Background: an optimization exercise with open tools, aiming at small area and a short achievable clock period. Do not read the settings as production practice. In this exercise RTL edits were held to simulation tests only and were not proved equivalent to the original. Power figures rest on the tool's default switching activity, not on a simulated workload.

## fjord
## stream_bridge_top
module stream_bridge_top
#(
  parameter int DEPTH = 16
) (
  input  logic                  ap_clk,
  input  logic                  rst_n,
  input  logic                  psel,
  input  logic                  penable,
  input  logic                  pwrite,
  input  logic [stream_bridge_pkg::APB_ADDR_W-1:0] paddr,
  input  logic [stream_bridge_pkg::APB_DATA_W-1:0] pwdata,
  output logic [stream_bridge_pkg::APB_DATA_W-1:0] prdata,
  output logic                  pready,
  output logic                  pslverr,
  input  logic [stream_bridge_pkg::WIDE_W-1:0]     read_32_data,
  input  logic                  read_32_valid,
  output logic                  read_32_ready,
  input  logic [stream_bridge_pkg::NARROW_W-1:0]   read_8_data,
  input  logic                  read_8_valid,
  output logic                  read_8_ready,
  output logic [stream_bridge_pkg::WIDE_W-1:0]     write_32_data,
  output logic                  write_32_valid,
  input  logic                  write_32_ready,
  output logic [stream_bridge_pkg::NARROW_W-1:0]   write_8_data,
  output logic                  write_8_valid,
  input  logic                  write_8_ready,
  output logic                  to_host_read_32_open,
  output logic                  to_host_read_8_open,
  output logic                  from_host_write_32_open,
  output logic                  from_host_write_8_open
);
  logic [3:0]          open_ctrl, open_nx;
  logic [WIDE_W-1:0]   rd32_pf_data;
  logic [NARROW_W-1:0] rd8_pf_data;
  logic                rd32_pf_ne, rd8_pf_ne;
  logic                rd32_pop, rd8_pop;
  logic                wr32_pf_full, wr8_pf_full;
  logic                wr32_push, wr8_push;
  apb_host_regs u_regs (
    .ap_clk, .rst_n, .psel, .penable, .pwrite, .paddr, .pwdata, .prdata, .pready, .pslverr,
    .open_ctrl, .open_nx, .rd32_pf_data, .rd8_pf_data, .rd32_pf_ne, .rd8_pf_ne,
    .rd32_pop, .rd8_pop, .wr32_pf_full, .wr8_pf_full, .wr32_push, .wr8_push
  );
  to_host_channel #(.WIDTH(WIDE_W), .DEPTH(DEPTH)) u_read_32 (
    .ap_clk, .rst_n,
    .open_ctrl (open_ctrl[OPEN_RD32_BIT]),
  ...
Size: ~3200 cells after synthesis, ~1500 flip-flops, about 170 I/O pins, ~0.053 mm² of cells after synthesis.
Settings: LEC_CHECK=0, CAP_MARGIN=20, CORE_MARGIN=2, CORE_UTILIZATION=72, SETUP_SLACK_MARGIN=2.2, SLEW_MARGIN=50; clock period 4.0 ns.
standard.sh (not shown) runs the stock make flow with config.mk's settings and CLKGATE_MAP_FILE= SYNTH_SCRIPT=/design/flow/synth_recipe.tcl, a recipe that flattens the netlist after the stock synthesis.
==> flow/flow/run.sh <==
#!/bin/bash
# The standard layout (standard.sh) with two changes:
# - port buffers inserted before global placement are plain buffers (buf_2)
#   instead of ORFS's default pick, a delay cell that timing repair can only
#   swap for other delay cells;
# - clock tree sink clusters of up to 20 flip-flops.
export BUFFER_PORTS_ARGS="-buffer_cell sky130_fd_sc_hd__buf_2"
export CTS_ARGS="-sink_clustering_enable -repair_clock_nets -root_buf sky130_fd_sc_hd__clkbuf_16 -buf_list sky130_fd_sc_hd__clkbuf_16 -sink_clustering_buffer sky130_fd_sc_hd__clkbuf_16 -sink_clustering_size 20 -sink_clustering_max_diameter 60"
bash standard.sh > standard.log 2>&1
Setup changes, fjord to indigo
# fjord
export LEC_CHECK = 0
export CAP_MARGIN = 20
export CORE_MARGIN = 2
export CORE_UTILIZATION = 72
export SETUP_SLACK_MARGIN = 2.2
export SLEW_MARGIN = 50
create_clock -name core_clock -period 4.0 [get_ports {ap_clk}]
# indigo
export LEC_CHECK = 0
export CAP_MARGIN = 20
export CORE_MARGIN = 2
export CORE_UTILIZATION = 60
export SETUP_SLACK_MARGIN = 2.1
export SLEW_MARGIN = 20
create_clock -name core_clock -period 4.0 [get_ports {ap_clk}]
==> flow/run.sh (new file) <==
#!/bin/bash
# synth_recipe.tcl (not shown) runs the flow's synth.tcl, then flattens the netlist and writes it again
# the make line also repeats each setting of config.mk as NAME=value (left out here)
make -C /OpenROAD-flow-scripts/flow DESIGN_CONFIG=/design/flow/config.mk WORK_HOME=/design/flow/orfs CLKGATE_MAP_FILE= SYNTH_SCRIPT=/design/flow/synth_recipe.tcl finish
removed: flow/flow/run.sh
removed: flow/standard.sh
### Flow results
- indigo improves on fjord in routed wire length.
- Run comparison: indigo path class of the lowest-slack min-delay path reg2reg; fjord path class of the lowest-slack min-delay path in2reg
- Detailed route, indigo vs fjord: via total lower for indigo
- Measured against indigo, the number of buffers outside the clock class in the layout of fjord comes out at 1.11 times the reference value.
- indigo ended up with a higher number of tap cells added at floorplan than fjord did.
- Comparing the two runs side by side, indigo comes out behind fjord on total power.
- On indigo: final critical path time including I/O delays and setup is 83 ps higher than what fjord gave.
- Between indigo and fjord, the proportion of power drawn by combinational gates figures differ only marginally.
- From indigo to fjord, cell area after technology mapping did not move at all.
- Final area grows by a few percent when moving from fjord to indigo.
- The global-route usage in indigo sits 6.3 points below the value recorded for fjord.
Changes in quartz relative to indigo:
# indigo
export LEC_CHECK = 0
export CAP_MARGIN = 20
export CORE_MARGIN = 2
export CORE_UTILIZATION = 60
export SETUP_SLACK_MARGIN = 2.1
export SLEW_MARGIN = 20
create_clock -name core_clock -period 4.0 [get_ports {ap_clk}]
# quartz
export LEC_CHECK = 0
export CAP_MARGIN = 20
export CORE_MARGIN = 2
export CORE_UTILIZATION = 76
export SETUP_SLACK_MARGIN = 2.2
export SLEW_MARGIN = 50
create_clock -name core_clock -period 4.0 [get_ports {ap_clk}]
==> flow/flow/run.sh (new file) <==
#!/bin/bash
# The standard layout (standard.sh) with two changes:
# - port buffers inserted before global placement are plain buffers (buf_2)
#   instead of ORFS's default pick, a delay cell that timing repair can only
#   swap for other delay cells;
# - clock tree sink clusters of up to 24 flip-flops.
export BUFFER_PORTS_ARGS="-buffer_cell sky130_fd_sc_hd__buf_2"
export CTS_ARGS="-sink_clustering_enable -repair_clock_nets -root_buf sky130_fd_sc_hd__clkbuf_16 -buf_list sky130_fd_sc_hd__clkbuf_16 -sink_clustering_buffer sky130_fd_sc_hd__clkbuf_16 -sink_clustering_size 24 -sink_clustering_max_diameter 80"
bash standard.sh > standard.log 2>&1
==> flow/standard.sh (new file) <==
#!/bin/bash
# synth_recipe.tcl (not shown) runs the flow's synth.tcl, then flattens the netlist and writes it again
# the make line also repeats each setting of config.mk as NAME=value (left out here)
make -C /OpenROAD-flow-scripts/flow DESIGN_CONFIG=/design/flow/config.mk WORK_HOME=/design/flow/orfs CLKGATE_MAP_FILE= SYNTH_SCRIPT=/design/flow/synth_recipe.tcl "${@:-finish}"
removed: flow/run.sh
[summary]
NOTE: total power in quartz falls short of that of indigo. quartz ends up with higher global-route usage than indigo does. Of the two candidates, indigo has the better via count and quartz the worse one. Of quartz and indigo, indigo shows the higher final clock period utilization by the worst path, with quartz below it. Summary: with indigo as the reference, cell count in quartz moved down by a few percent.
> inputs changed (quartz -> onyx)
# quartz
export LEC_CHECK = 0
export CAP_MARGIN = 20
export CORE_MARGIN = 2
export CORE_UTILIZATION = 76
export SETUP_SLACK_MARGIN = 2.2
export SLEW_MARGIN = 50
create_clock -name core_clock -period 4.0 [get_ports {ap_clk}]
# onyx
export LEC_CHECK = 0
export CAP_MARGIN = 20
export CORE_MARGIN = 2
export CORE_UTILIZATION = 80
export SETUP_SLACK_MARGIN = 2.2
export SLEW_MARGIN = 50
create_clock -name core_clock -period 4.0 [get_ports {ap_clk}]
--- outcome ---
Finished, but not clean: onyx, with capacitance limit, slew limit.
Per the final summary, quartz finished and its layout is clean on timing, DRC and antenna.
| initial antenna violation count | onyx vs quartz | 13 higher |
quartz -> onyx: cell area after layout increased slightly
HPWL after detailed placement in onyx is 4.8% above quartz.
quartz has lower layout-stage area growth over the synthesis result than onyx.
What onyx reported for peak clock frequency supported by timing has to be multiplied by 1.7 to get the figure for quartz.
quartz has a lower total power after layout than onyx.
Headroom to the max-slew limit in onyx vs quartz: down 100 points
Going from quartz to onyx, the portion of the clock cycle consumed by the worst path in the final layout was found to have gone up by 34 points.
Compared to quartz, onyx has setup slack 1380 ps lower.
In the metrics for quartz and onyx, the one carrying the higher footprint of the multi-input gates is onyx.
For lagoon, these inputs were changed with respect to onyx:
# onyx
export LEC_CHECK = 0
export CAP_MARGIN = 20
export CORE_MARGIN = 2
export CORE_UTILIZATION = 80
export SETUP_SLACK_MARGIN = 2.2
export SLEW_MARGIN = 50
create_clock -name core_clock -period 4.0 [get_ports {ap_clk}]
# lagoon
export LEC_CHECK = 0
export CAP_MARGIN = 20
export CORE_MARGIN = 2
export CORE_UTILIZATION = 60
export SETUP_SLACK_MARGIN = 2.0
export SLEW_MARGIN = 20
create_clock -name core_clock -period 4.0 [get_ports {ap_clk}]
==> flow/flow/run.sh <==
#!/bin/bash
# The standard layout (standard.sh), with the port buffers inserted before
# global placement made as plain buffers (buf_2) instead of ORFS's default
# pick, a delay cell that timing repair can only swap for other delay cells.
export BUFFER_PORTS_ARGS="-buffer_cell sky130_fd_sc_hd__buf_2"
bash standard.sh > standard.log 2>&1
==> comparison <==
Total power on lagoon is behind onyx.
Across onyx and lagoon, a clean result was obtained everywhere but in onyx.
To summarise onyx: no stage aborted, but the layout did not pass its checks, failing on capacitance limit, slew limit.
Routed wire length, onyx and lagoon: higher on onyx
Between onyx and lagoon, the total via count after detailed routing is lower for lagoon.
onyx reports its kind of critical path as reg2reg while lagoon reports reg2out.
a222oi_1 as the highest-delay cell along the critical path was reported by onyx, and dfxtp_4 by lagoon.
Edits applied to the flow inputs when going from lagoon to sierra:
# lagoon
export LEC_CHECK = 0
export CAP_MARGIN = 20
export CORE_MARGIN = 2
export CORE_UTILIZATION = 60
export SETUP_SLACK_MARGIN = 2.0
export SLEW_MARGIN = 20
create_clock -name core_clock -period 4.0 [get_ports {ap_clk}]
# sierra
export LEC_CHECK = 0
export CAP_MARGIN = 20
export CORE_MARGIN = 2
export CORE_UTILIZATION = 72
export SETUP_SLACK_MARGIN = 2.2
export SLEW_MARGIN = 20
create_clock -name core_clock -period 4.0 [get_ports {ap_clk}]
==> flow/flow/run.sh <==
#!/bin/bash
# The standard layout (standard.sh) with two changes:
# - port buffers inserted before global placement are plain buffers (buf_2)
#   instead of ORFS's default pick, a delay cell that timing repair can only
#   swap for other delay cells;
# - clock tree sink clusters of up to 24 flip-flops.
export BUFFER_PORTS_ARGS="-buffer_cell sky130_fd_sc_hd__buf_2"
export CTS_ARGS="-sink_clustering_enable -repair_clock_nets -root_buf sky130_fd_sc_hd__clkbuf_16 -buf_list sky130_fd_sc_hd__clkbuf_16 -sink_clustering_buffer sky130_fd_sc_hd__clkbuf_16 -sink_clustering_size 24 -sink_clustering_max_diameter 80"
bash standard.sh > standard.log 2>&1
[summary]
- Design area is higher on lagoon
- Number of nets in the layout: lagoon vs sierra identical
- After detailed routing, lagoon needs less wire than sierra.
- In sierra, the cell row count came out 8.3% below the value in lagoon.
- Summary of sierra over lagoon: combinational cell fraction of total power climbed 0.3 points; wire length of the first global-routing pass dropped 2800 µm.

static timing again, ports no longer ideal:
The flow's constraints put no driver on any port. The routed layouts listed below were extracted and timed again, unchanged, in two steps.
Step 1: set_driving_cell puts a clkbuf_16 on ap_clk and a buf_2 on each other input, an assumption about the parent block.
Step 2 also shifts input and output timing later by t, the mid clock arrival at the registers, as if the neighbouring blocks saw the same clock.
a / b / c = no drivers / after step 1 / after step 2; a / b = the first two.
| run | shift t [ns] | setup slack, ns | worst register clock-pin slew, ns |
|---|---|---|---|
| fjord | 0.727 | 2.037 / 1.963 / 1.525 | 0.09 / 0.09 |
| indigo | 0.813 | 1.954 / 1.882 / 1.368 | 0.06 / 0.06 |
| quartz | 0.712 | 2.039 / 1.969 / 1.552 | 0.10 / 0.10 |
| onyx | 0.737 | 0.664 / 0.664 / 0.664 | 0.11 / 0.11 |
| lagoon | 0.804 | 1.964 / 1.892 / 1.364 | 0.07 / 0.07 |
| sierra | 0.720 | 2.026 / 1.965 / 1.563 | 0.10 / 0.10 |
The setup slack of lagoon, which loses most, moves by -0.072 ns with the drivers and by -0.600 ns with both steps.
